This is an optimization exercise on Yosys and OpenROAD, whose aim is small area, a short achievable clock period and few clock cycles per item, not a production implementation.

==> run A: inputs <==
// aes_inv_top
module aes_inv_top (
  input  logic                clk_sys,
  input  logic                rst_n,
  input  logic                req,
  input  logic [127:0]        cipher_text,
  input  logic [127:0]        key_last,
  output logic                ack,
  output logic [127:0]        plain_text
);
export LEC_CHECK = 0
export ABC_CLOCK_PERIOD_IN_PS = 5000
export CAP_MARGIN = 20
export CORE_MARGIN = 2
export CORE_UTILIZATION = 40
export SETUP_SLACK_MARGIN = 2.0
export SLEW_MARGIN = 20
create_clock -name core_clock -period 8.0 [get_ports {clk_sys}]
run.sh (not shown) runs the stock make flow with config.mk's settings and CLKGATE_MAP_FILE= SYNTH_SCRIPT=/design/flow/synth_recipe.tcl, a recipe that flattens the netlist after the stock synthesis.
==> inputs of run E, as changes to run A <==
--- a/flow/design.v
+++ b/flow/design.v
@@ -1,17 +1,17 @@
 `timescale 1ns/1ps
 module aes_inv_key_sched (
   input  logic                clk_sys,
   input  logic [127:0]        key_last,
   input  logic                first,
-  input  logic                step,
   input  logic [3:0]          round,
-  output logic [127:0]        key_q
+  output logic [127:0]        key_prev
 );
   localparam int WORD_W = 32;
   localparam int BYTE_W = 8;
-  logic [7:0]  rcon;
+  logic [7:0]   rcon;
+  logic [127:0] key_q;
   logic [127:0] key_cur;
   logic [31:0] w0;
   logic [31:0] w1;
   logic [31:0] w2;
   logic [31:0] w3;
@@ -50,14 +50,13 @@
       .a (rot_w[BYTE_W*b +: BYTE_W]),
       .y (sub_w[BYTE_W*b +: BYTE_W])
     );
   end
   assign p0 = w0 ^ sub_w ^ {rcon, {(WORD_W-BYTE_W){1'b0}}};
+  assign key_prev = {p0, p1, p2, p3};
   always_ff @(posedge clk_sys) begin
-    if (first || step) begin
-      key_q <= {p0, p1, p2, p3};
-    end
+    key_q <= key_prev;
   end
 endmodule
 module aes_sbox_fwd (
   input  logic [7:0] a,
   output logic [7:0] y
@@ -164,12 +163,11 @@
   assign y[6] = ~(M46 ^ M47 ^ M52 ^ M53 ^ M55 ^ M56 ^ M61 ^ M62);
   assign y[7] = M49 ^ M50 ^ M52 ^ M53 ^ M55 ^ M56 ^ M61 ^ M62;
 endmodule
 `timescale 1ns/1ps
 module aes_inv_round (
-  input  logic [127:0]        data_q,
-  input  logic [127:0]        key_q,
+  input  logic [127:0]        state,
   input  logic [127:0]        cipher_text,
   input  logic [127:0]        key_last,
   input  logic                first,
   output logic [127:0]        round_out
 );
@@ -180,40 +178,35 @@
   localparam int NUM_ROWS = WORD_W / BYTE_W;
   function automatic logic [7:0] gf_xtime(logic [7:0] b);
     gf_xtime = {b[6:0], 1'b0} ^ (b[7] ? 8'h1b : 8'h00);
   endfunction
   function automatic logic [31:0] inv_mix_column(logic [31:0] col);
-    logic [7:0] a  [4];
-    logic [7:0] x2 [4];
-    logic [7:0] x4 [4];
-    logic [7:0] x8 [4];
-    logic [7:0] m9 [4];
-    logic [7:0] mb [4];
-    logic [7:0] md [4];
-    logic [7:0] me [4];
+    logic [7:0] a [4];
+    logic [7:0] b [4];
+    logic [7:0] u;
+    logic [7:0] v;
+    logic [7:0] t;
     for (int i = 0; i < 4; i++) begin
       a[i] = col[32-1-8*i -: 8];
-      x2[i] = gf_xtime(a[i]);
-      x4[i] = gf_xtime(x2[i]);
-      x8[i] = gf_xtime(x4[i]);
-      m9[i] = x8[i] ^ a[i];
-      mb[i] = x8[i] ^ x2[i] ^ a[i];
-      md[i] = x8[i] ^ x4[i] ^ a[i];
-      me[i] = x8[i] ^ x4[i] ^ x2[i];
     end
-    inv_mix_column = {me[0] ^ mb[1] ^ md[2] ^ m9[3],
-            m9[0] ^ me[1] ^ mb[2] ^ md[3],
-            md[0] ^ m9[1] ^ me[2] ^ mb[3],
-            mb[0] ^ md[1] ^ m9[2] ^ me[3]};
+    u = gf_xtime(gf_xtime(a[0] ^ a[2]));
+    v = gf_xtime(gf_xtime(a[1] ^ a[3]));
+    b[0] = a[0] ^ u;
+    b[1] = a[1] ^ v;
+    b[2] = a[2] ^ u;
+    b[3] = a[3] ^ v;
+    t = b[0] ^ b[1] ^ b[2] ^ b[3];
+    inv_mix_column = {b[0] ^ t ^ gf_xtime(b[0] ^ b[1]),
+                      b[1] ^ t ^ gf_xtime(b[1] ^ b[2]),
+                      b[2] ^ t ^ gf_xtime(b[2] ^ b[3]),
+                      b[3] ^ t ^ gf_xtime(b[3] ^ b[0])};
   endfunction
-  logic [127:0] added;
   logic [127:0] mixed;
   logic [127:0] shifted;
-  assign added = data_q ^ key_q;
   always_comb begin
     for (int c = 0; c < NUM_COLS; c++) begin
-      mixed[STATE_W-1-WORD_W*c -: WORD_W] = inv_mix_column(added[STATE_W-1-WORD_W*c -: WORD_W]);
+      mixed[STATE_W-1-WORD_W*c -: WORD_W] = inv_mix_column(state[STATE_W-1-WORD_W*c -: WORD_W]);
     end
   end
   always_comb begin
     for (int c = 0; c < NUM_COLS; c++) begin
       for (int r = 0; r < NUM_ROWS; r++) begin
@@ -341,24 +334,25 @@
 module aes_inv_control (
   input  logic                clk_sys,
   input  logic                rst_n,
   input  logic                req,
   input  logic [127:0]        round_out,
-  input  logic [127:0]        key_q,
+  input  logic [127:0]        key_prev,
   output logic                ack,
   output logic [127:0]        plain_text,
-  output logic [127:0]        data_q,
+  output logic [127:0]        state,
   output logic                first,
   output logic                step,
   output logic [3:0]          round
 );
   localparam logic [1:0] ctrl_idle = 2'd0;
   localparam logic [1:0] ctrl_run  = 2'd1;
   localparam logic [1:0] ctrl_done = 2'd2;
   logic [1:0]  ctrl_q;
   logic [1:0]  ctrl_d;
   logic [3:0]  round_q;
+  logic [127:0] data_q;
   logic        last_round;
   assign last_round = (round_q == 4'd9);
   always_comb begin
     ctrl_d = ctrl_q;
     case (ctrl_q)
@@ -390,21 +384,22 @@
   assign first = (ctrl_q == ctrl_idle) && req;
   assign step  = (ctrl_q == ctrl_run);
   always_ff @(posedge clk_sys) begin
     if (first) begin
       round_q <= 4'd1;
-    end else if (step) begin
+    end else begin
       round_q <= round_q + 1'b1;
     end
   end
   always_ff @(posedge clk_sys) begin
     if (first || step) begin
-      data_q <= round_out;
+      data_q <= round_out ^ key_prev;
     end
   end
   assign round = round_q;
-  assign plain_text = data_q ^ key_q;
+  assign state = data_q;
+  assign plain_text = data_q;
   assign ack = (ctrl_q == ctrl_done);
 endmodule
 `timescale 1ns/1ps
 module aes_inv_top (
   input  logic                clk_sys,
@@ -416,38 +411,36 @@
   output logic [127:0]        plain_text
 );
   logic         first;
   logic         step;
   logic [3:0]   round;
-  logic [127:0] key_q;
-  logic [127:0] data_q;
+  logic [127:0] key_prev;
+  logic [127:0] state;
   logic [127:0] round_out;
   aes_inv_control u_control (
     .clk_sys     (clk_sys),
     .rst_n       (rst_n),
     .req         (req),
     .round_out   (round_out),
-    .key_q       (key_q),
+    .key_prev    (key_prev),
     .ack         (ack),
     .plain_text  (plain_text),
-    .data_q      (data_q),
+    .state       (state),
     .first       (first),
     .step        (step),
     .round       (round)
   );
   aes_inv_round u_round (
-    .data_q      (data_q),
-    .key_q       (key_q),
+    .state       (state),
     .cipher_text (cipher_text),
     .key_last    (key_last),
     .first       (first),
     .round_out   (round_out)
   );
   aes_inv_key_sched u_key_sched (
     .clk_sys  (clk_sys),
     .key_last (key_last),
     .first    (first),
-    .step     (step),
     .round    (round),
-    .key_q    (key_q)
+    .key_prev (key_prev)
   );
 endmodule
ABC_AREA = 1   (was default)
ABC_CLOCK_PERIOD_IN_PS = default   (was 5000)
SETUP_SLACK_MARGIN = default   (was 2.0)
==> inputs of run C, as changes to run A <==
--- a/flow/design.v
+++ b/flow/design.v
@@ -1,17 +1,17 @@
 `timescale 1ns/1ps
 module aes_inv_key_sched (
   input  logic                clk_sys,
   input  logic [127:0]        key_last,
   input  logic                first,
-  input  logic                step,
   input  logic [3:0]          round,
-  output logic [127:0]        key_q
+  output logic [127:0]        key_prev
 );
   localparam int WORD_W = 32;
   localparam int BYTE_W = 8;
-  logic [7:0]  rcon;
+  logic [7:0]   rcon;
+  logic [127:0] key_q;
   logic [127:0] key_cur;
   logic [31:0] w0;
   logic [31:0] w1;
   logic [31:0] w2;
   logic [31:0] w3;
@@ -50,14 +50,13 @@
       .a (rot_w[BYTE_W*b +: BYTE_W]),
       .y (sub_w[BYTE_W*b +: BYTE_W])
     );
   end
   assign p0 = w0 ^ sub_w ^ {rcon, {(WORD_W-BYTE_W){1'b0}}};
+  assign key_prev = {p0, p1, p2, p3};
   always_ff @(posedge clk_sys) begin
-    if (first || step) begin
-      key_q <= {p0, p1, p2, p3};
-    end
+    key_q <= key_prev;
   end
 endmodule
 module aes_sbox_fwd (
   input  logic [7:0] a,
   output logic [7:0] y
@@ -164,12 +163,11 @@
   assign y[6] = ~(M46 ^ M47 ^ M52 ^ M53 ^ M55 ^ M56 ^ M61 ^ M62);
   assign y[7] = M49 ^ M50 ^ M52 ^ M53 ^ M55 ^ M56 ^ M61 ^ M62;
 endmodule
 `timescale 1ns/1ps
 module aes_inv_round (
-  input  logic [127:0]        data_q,
-  input  logic [127:0]        key_q,
+  input  logic [127:0]        state,
   input  logic [127:0]        cipher_text,
   input  logic [127:0]        key_last,
   input  logic                first,
   output logic [127:0]        round_out
 );
@@ -180,40 +178,35 @@
   localparam int NUM_ROWS = WORD_W / BYTE_W;
   function automatic logic [7:0] gf_xtime(logic [7:0] b);
     gf_xtime = {b[6:0], 1'b0} ^ (b[7] ? 8'h1b : 8'h00);
   endfunction
   function automatic logic [31:0] inv_mix_column(logic [31:0] col);
-    logic [7:0] a  [4];
-    logic [7:0] x2 [4];
-    logic [7:0] x4 [4];
-    logic [7:0] x8 [4];
-    logic [7:0] m9 [4];
-    logic [7:0] mb [4];
-    logic [7:0] md [4];
-    logic [7:0] me [4];
+    logic [7:0] a [4];
+    logic [7:0] b [4];
+    logic [7:0] u;
+    logic [7:0] v;
+    logic [7:0] t;
     for (int i = 0; i < 4; i++) begin
       a[i] = col[32-1-8*i -: 8];
-      x2[i] = gf_xtime(a[i]);
-      x4[i] = gf_xtime(x2[i]);
-      x8[i] = gf_xtime(x4[i]);
-      m9[i] = x8[i] ^ a[i];
-      mb[i] = x8[i] ^ x2[i] ^ a[i];
-      md[i] = x8[i] ^ x4[i] ^ a[i];
-      me[i] = x8[i] ^ x4[i] ^ x2[i];
     end
-    inv_mix_column = {me[0] ^ mb[1] ^ md[2] ^ m9[3],
-            m9[0] ^ me[1] ^ mb[2] ^ md[3],
-            md[0] ^ m9[1] ^ me[2] ^ mb[3],
-            mb[0] ^ md[1] ^ m9[2] ^ me[3]};
+    u = gf_xtime(gf_xtime(a[0] ^ a[2]));
+    v = gf_xtime(gf_xtime(a[1] ^ a[3]));
+    b[0] = a[0] ^ u;
+    b[1] = a[1] ^ v;
+    b[2] = a[2] ^ u;
+    b[3] = a[3] ^ v;
+    t = b[0] ^ b[1] ^ b[2] ^ b[3];
+    inv_mix_column = {b[0] ^ t ^ gf_xtime(b[0] ^ b[1]),
+                      b[1] ^ t ^ gf_xtime(b[1] ^ b[2]),
+                      b[2] ^ t ^ gf_xtime(b[2] ^ b[3]),
+                      b[3] ^ t ^ gf_xtime(b[3] ^ b[0])};
   endfunction
-  logic [127:0] added;
   logic [127:0] mixed;
   logic [127:0] shifted;
-  assign added = data_q ^ key_q;
   always_comb begin
     for (int c = 0; c < NUM_COLS; c++) begin
-      mixed[STATE_W-1-WORD_W*c -: WORD_W] = inv_mix_column(added[STATE_W-1-WORD_W*c -: WORD_W]);
+      mixed[STATE_W-1-WORD_W*c -: WORD_W] = inv_mix_column(state[STATE_W-1-WORD_W*c -: WORD_W]);
     end
   end
   always_comb begin
     for (int c = 0; c < NUM_COLS; c++) begin
       for (int r = 0; r < NUM_ROWS; r++) begin
@@ -341,24 +334,25 @@
 module aes_inv_control (
   input  logic                clk_sys,
   input  logic                rst_n,
   input  logic                req,
   input  logic [127:0]        round_out,
-  input  logic [127:0]        key_q,
+  input  logic [127:0]        key_prev,
   output logic                ack,
   output logic [127:0]        plain_text,
-  output logic [127:0]        data_q,
+  output logic [127:0]        state,
   output logic                first,
   output logic                step,
   output logic [3:0]          round
 );
   localparam logic [1:0] ctrl_idle = 2'd0;
   localparam logic [1:0] ctrl_run  = 2'd1;
   localparam logic [1:0] ctrl_done = 2'd2;
   logic [1:0]  ctrl_q;
   logic [1:0]  ctrl_d;
   logic [3:0]  round_q;
+  logic [127:0] data_q;
   logic        last_round;
   assign last_round = (round_q == 4'd9);
   always_comb begin
     ctrl_d = ctrl_q;
     case (ctrl_q)
@@ -390,21 +384,22 @@
   assign first = (ctrl_q == ctrl_idle) && req;
   assign step  = (ctrl_q == ctrl_run);
   always_ff @(posedge clk_sys) begin
     if (first) begin
       round_q <= 4'd1;
-    end else if (step) begin
+    end else begin
       round_q <= round_q + 1'b1;
     end
   end
   always_ff @(posedge clk_sys) begin
     if (first || step) begin
-      data_q <= round_out;
+      data_q <= round_out ^ key_prev;
     end
   end
   assign round = round_q;
-  assign plain_text = data_q ^ key_q;
+  assign state = data_q;
+  assign plain_text = data_q;
   assign ack = (ctrl_q == ctrl_done);
 endmodule
 `timescale 1ns/1ps
 module aes_inv_top (
   input  logic                clk_sys,
@@ -416,38 +411,36 @@
   output logic [127:0]        plain_text
 );
   logic         first;
   logic         step;
   logic [3:0]   round;
-  logic [127:0] key_q;
-  logic [127:0] data_q;
+  logic [127:0] key_prev;
+  logic [127:0] state;
   logic [127:0] round_out;
   aes_inv_control u_control (
     .clk_sys     (clk_sys),
     .rst_n       (rst_n),
     .req         (req),
     .round_out   (round_out),
-    .key_q       (key_q),
+    .key_prev    (key_prev),
     .ack         (ack),
     .plain_text  (plain_text),
-    .data_q      (data_q),
+    .state       (state),
     .first       (first),
     .step        (step),
     .round       (round)
   );
   aes_inv_round u_round (
-    .data_q      (data_q),
-    .key_q       (key_q),
+    .state       (state),
     .cipher_text (cipher_text),
     .key_last    (key_last),
     .first       (first),
     .round_out   (round_out)
   );
   aes_inv_key_sched u_key_sched (
     .clk_sys  (clk_sys),
     .key_last (key_last),
     .first    (first),
-    .step     (step),
     .round    (round),
-    .key_q    (key_q)
+    .key_prev (key_prev)
   );
 endmodule
==> flow/flow/run.sh (new file) <==
#!/bin/bash
# Own layout flow: the standard layout (standard.sh, unchanged steps and
# settings), except that Yosys's ABC maps the logic with flow/abc.script
# instead of ORFS's abc_speed.script. Registers come from dfflibmap before
# ABC, so they are the standard synthesis's.
set -euo pipefail
W=$(pwd)
sed 's#log_cmd abc {\*}\$abc_args#log_cmd abc {*}[lreplace $abc_args 1 1 '"$W"'/flow/abc.script]#' \
  "$FLOW_HOME/scripts/synth.tcl" > "$W/flow_synth_orfs.tcl"
grep -q "flow/abc.script" "$W/flow_synth_orfs.tcl"
sed "s#\$::env(SCRIPTS_DIR)/synth.tcl#$W/flow_synth_orfs.tcl#" "$W/synth_recipe.tcl" > "$W/flow_synth.tcl"
grep -q "flow_synth_orfs.tcl" "$W/flow_synth.tcl"
bash standard.sh SYNTH_SCRIPT="$W/flow_synth.tcl" finish > "$W/standard.log" 2>&1
==> flow/flow/abc.script (new file) <==
strash
dc2
dch -f
map -a
topo
stime -c
buffer -c
upsize -c
dnsize -c
==> flow/standard.sh (new file) <==
#!/bin/bash
# synth_recipe.tcl (not shown) runs the flow's synth.tcl, then flattens the netlist and writes it again
# the make line also repeats each setting of config.mk as NAME=value (left out here)
make -C /OpenROAD-flow-scripts/flow DESIGN_CONFIG=/design/flow/config.mk WORK_HOME=/design/flow/orfs CLKGATE_MAP_FILE= SYNTH_SCRIPT=/design/flow/synth_recipe.tcl "${@:-finish}"
ABC_CLOCK_PERIOD_IN_PS = default   (was 5000)
SETUP_SLACK_MARGIN = default   (was 2.0)
removed: flow/run.sh
==> notes.md <==
| item | run A | run E | run C |
|---|---|---|---|
| Outcome | finished clean | finished clean | finished clean |
| Maximum fanout along the worst path | 5 | 46 | 30 |
| Met1 global-route usage | 43.7% | 42.2% | 39.6% |
| Inverter count | 211 | 1359 | 584 |
| Largest net degree at the start of global routing | 159 | 111 | 69 |
| Most common library cell in the layout ignoring fill and taps | xnor2_1 | nand2_1 | xor2_1 |
| Library cells used by synthesis | 111 | 66 | 63 |
| Setup slack of the worst register-to-register path | 1.85 ns | 1.43 ns | 0.93 ns |
| Length in cells of the worst reg-to-reg path | 20 | 35 | 31 |
| Count leader, synth | xnor2_1 | nand2_1 | xor2_1 |
| Number of standard-cell rows in the floorplan | 145 | 148 | 121 |
| Slew at the pin closest to its max-slew limit | 1.18 ns | 1.22 ns | 1.24 ns |
| Non-Filler Cell Area, Final | 0.0877 mm^2 | 0.0731 mm^2 | 0.0519 mm^2 |
| Final cell count without fillers | 11100 | 15200 | 8152 |
| Instance count on the critical path | 20 | 32 | 33 |
| Number of synthesized flops with an enable pin | 256 | 128 | 128 |
| Setup Slack @ Placement | 0.349 ns | 0.473 ns | 0.0376 ns |
| Yosys warning total | 35 | 11 | 11 |
| Proportion of final cell area spent on non-clock buffers | 14.9% | 5.74% | 9.48% |
| Worst Setup EP | u_control.data_q[14] | u_control.data_q[9] | u_control.data_q[105] |
| Unrepaired setup endpoints after global routing | true | false | false |
| Vias per inst | 5.86 | 5.26 | 4.90 |
| Multi-input comb cells | 7057 | 10900 | 5236 |
Function was not checked in any run of this note: the RTL went through the layout flow alone.

==> what the ideal ports hide <==
Ports are ideal in the flow. The routed layouts listed here were re-timed in OpenROAD.
Step 1 (the two cells are an assumption about what drives the block):
set clk [get_ports {clk_sys}]
set_driving_cell -lib_cell sky130_fd_sc_hd__clkbuf_16 $clk
set_driving_cell -lib_cell sky130_fd_sc_hd__buf_2 [delete_from_list [all_inputs] $clk]
Step 2 adds t to the input delays and takes it off the output delays; t is the mean of the earliest and latest rising clock arrival at the registers after step 1. Input paths then give back, and output paths get back, about the clock's delay inside the block.
Slacks: ideal / step 1 / step 2; pairs: ideal / step 1.
run	t, ns	setup WS [ns]	worst setup path after step 2	cell pins on the clock port's net
run A	0.678	1.852 / 1.852 / 1.387	input to register	1
run E	0.718	0.916 / 0.964 / 0.246	input to register	1
run C	0.658	0.557 / 0.595 / -0.063	input to register	1
Met with ideal ports but missed after step 2: setup timing in run C. For run E, which loses most, drivers alone change the setup slack by +0.048 ns; drivers and shift together by -0.670 ns.
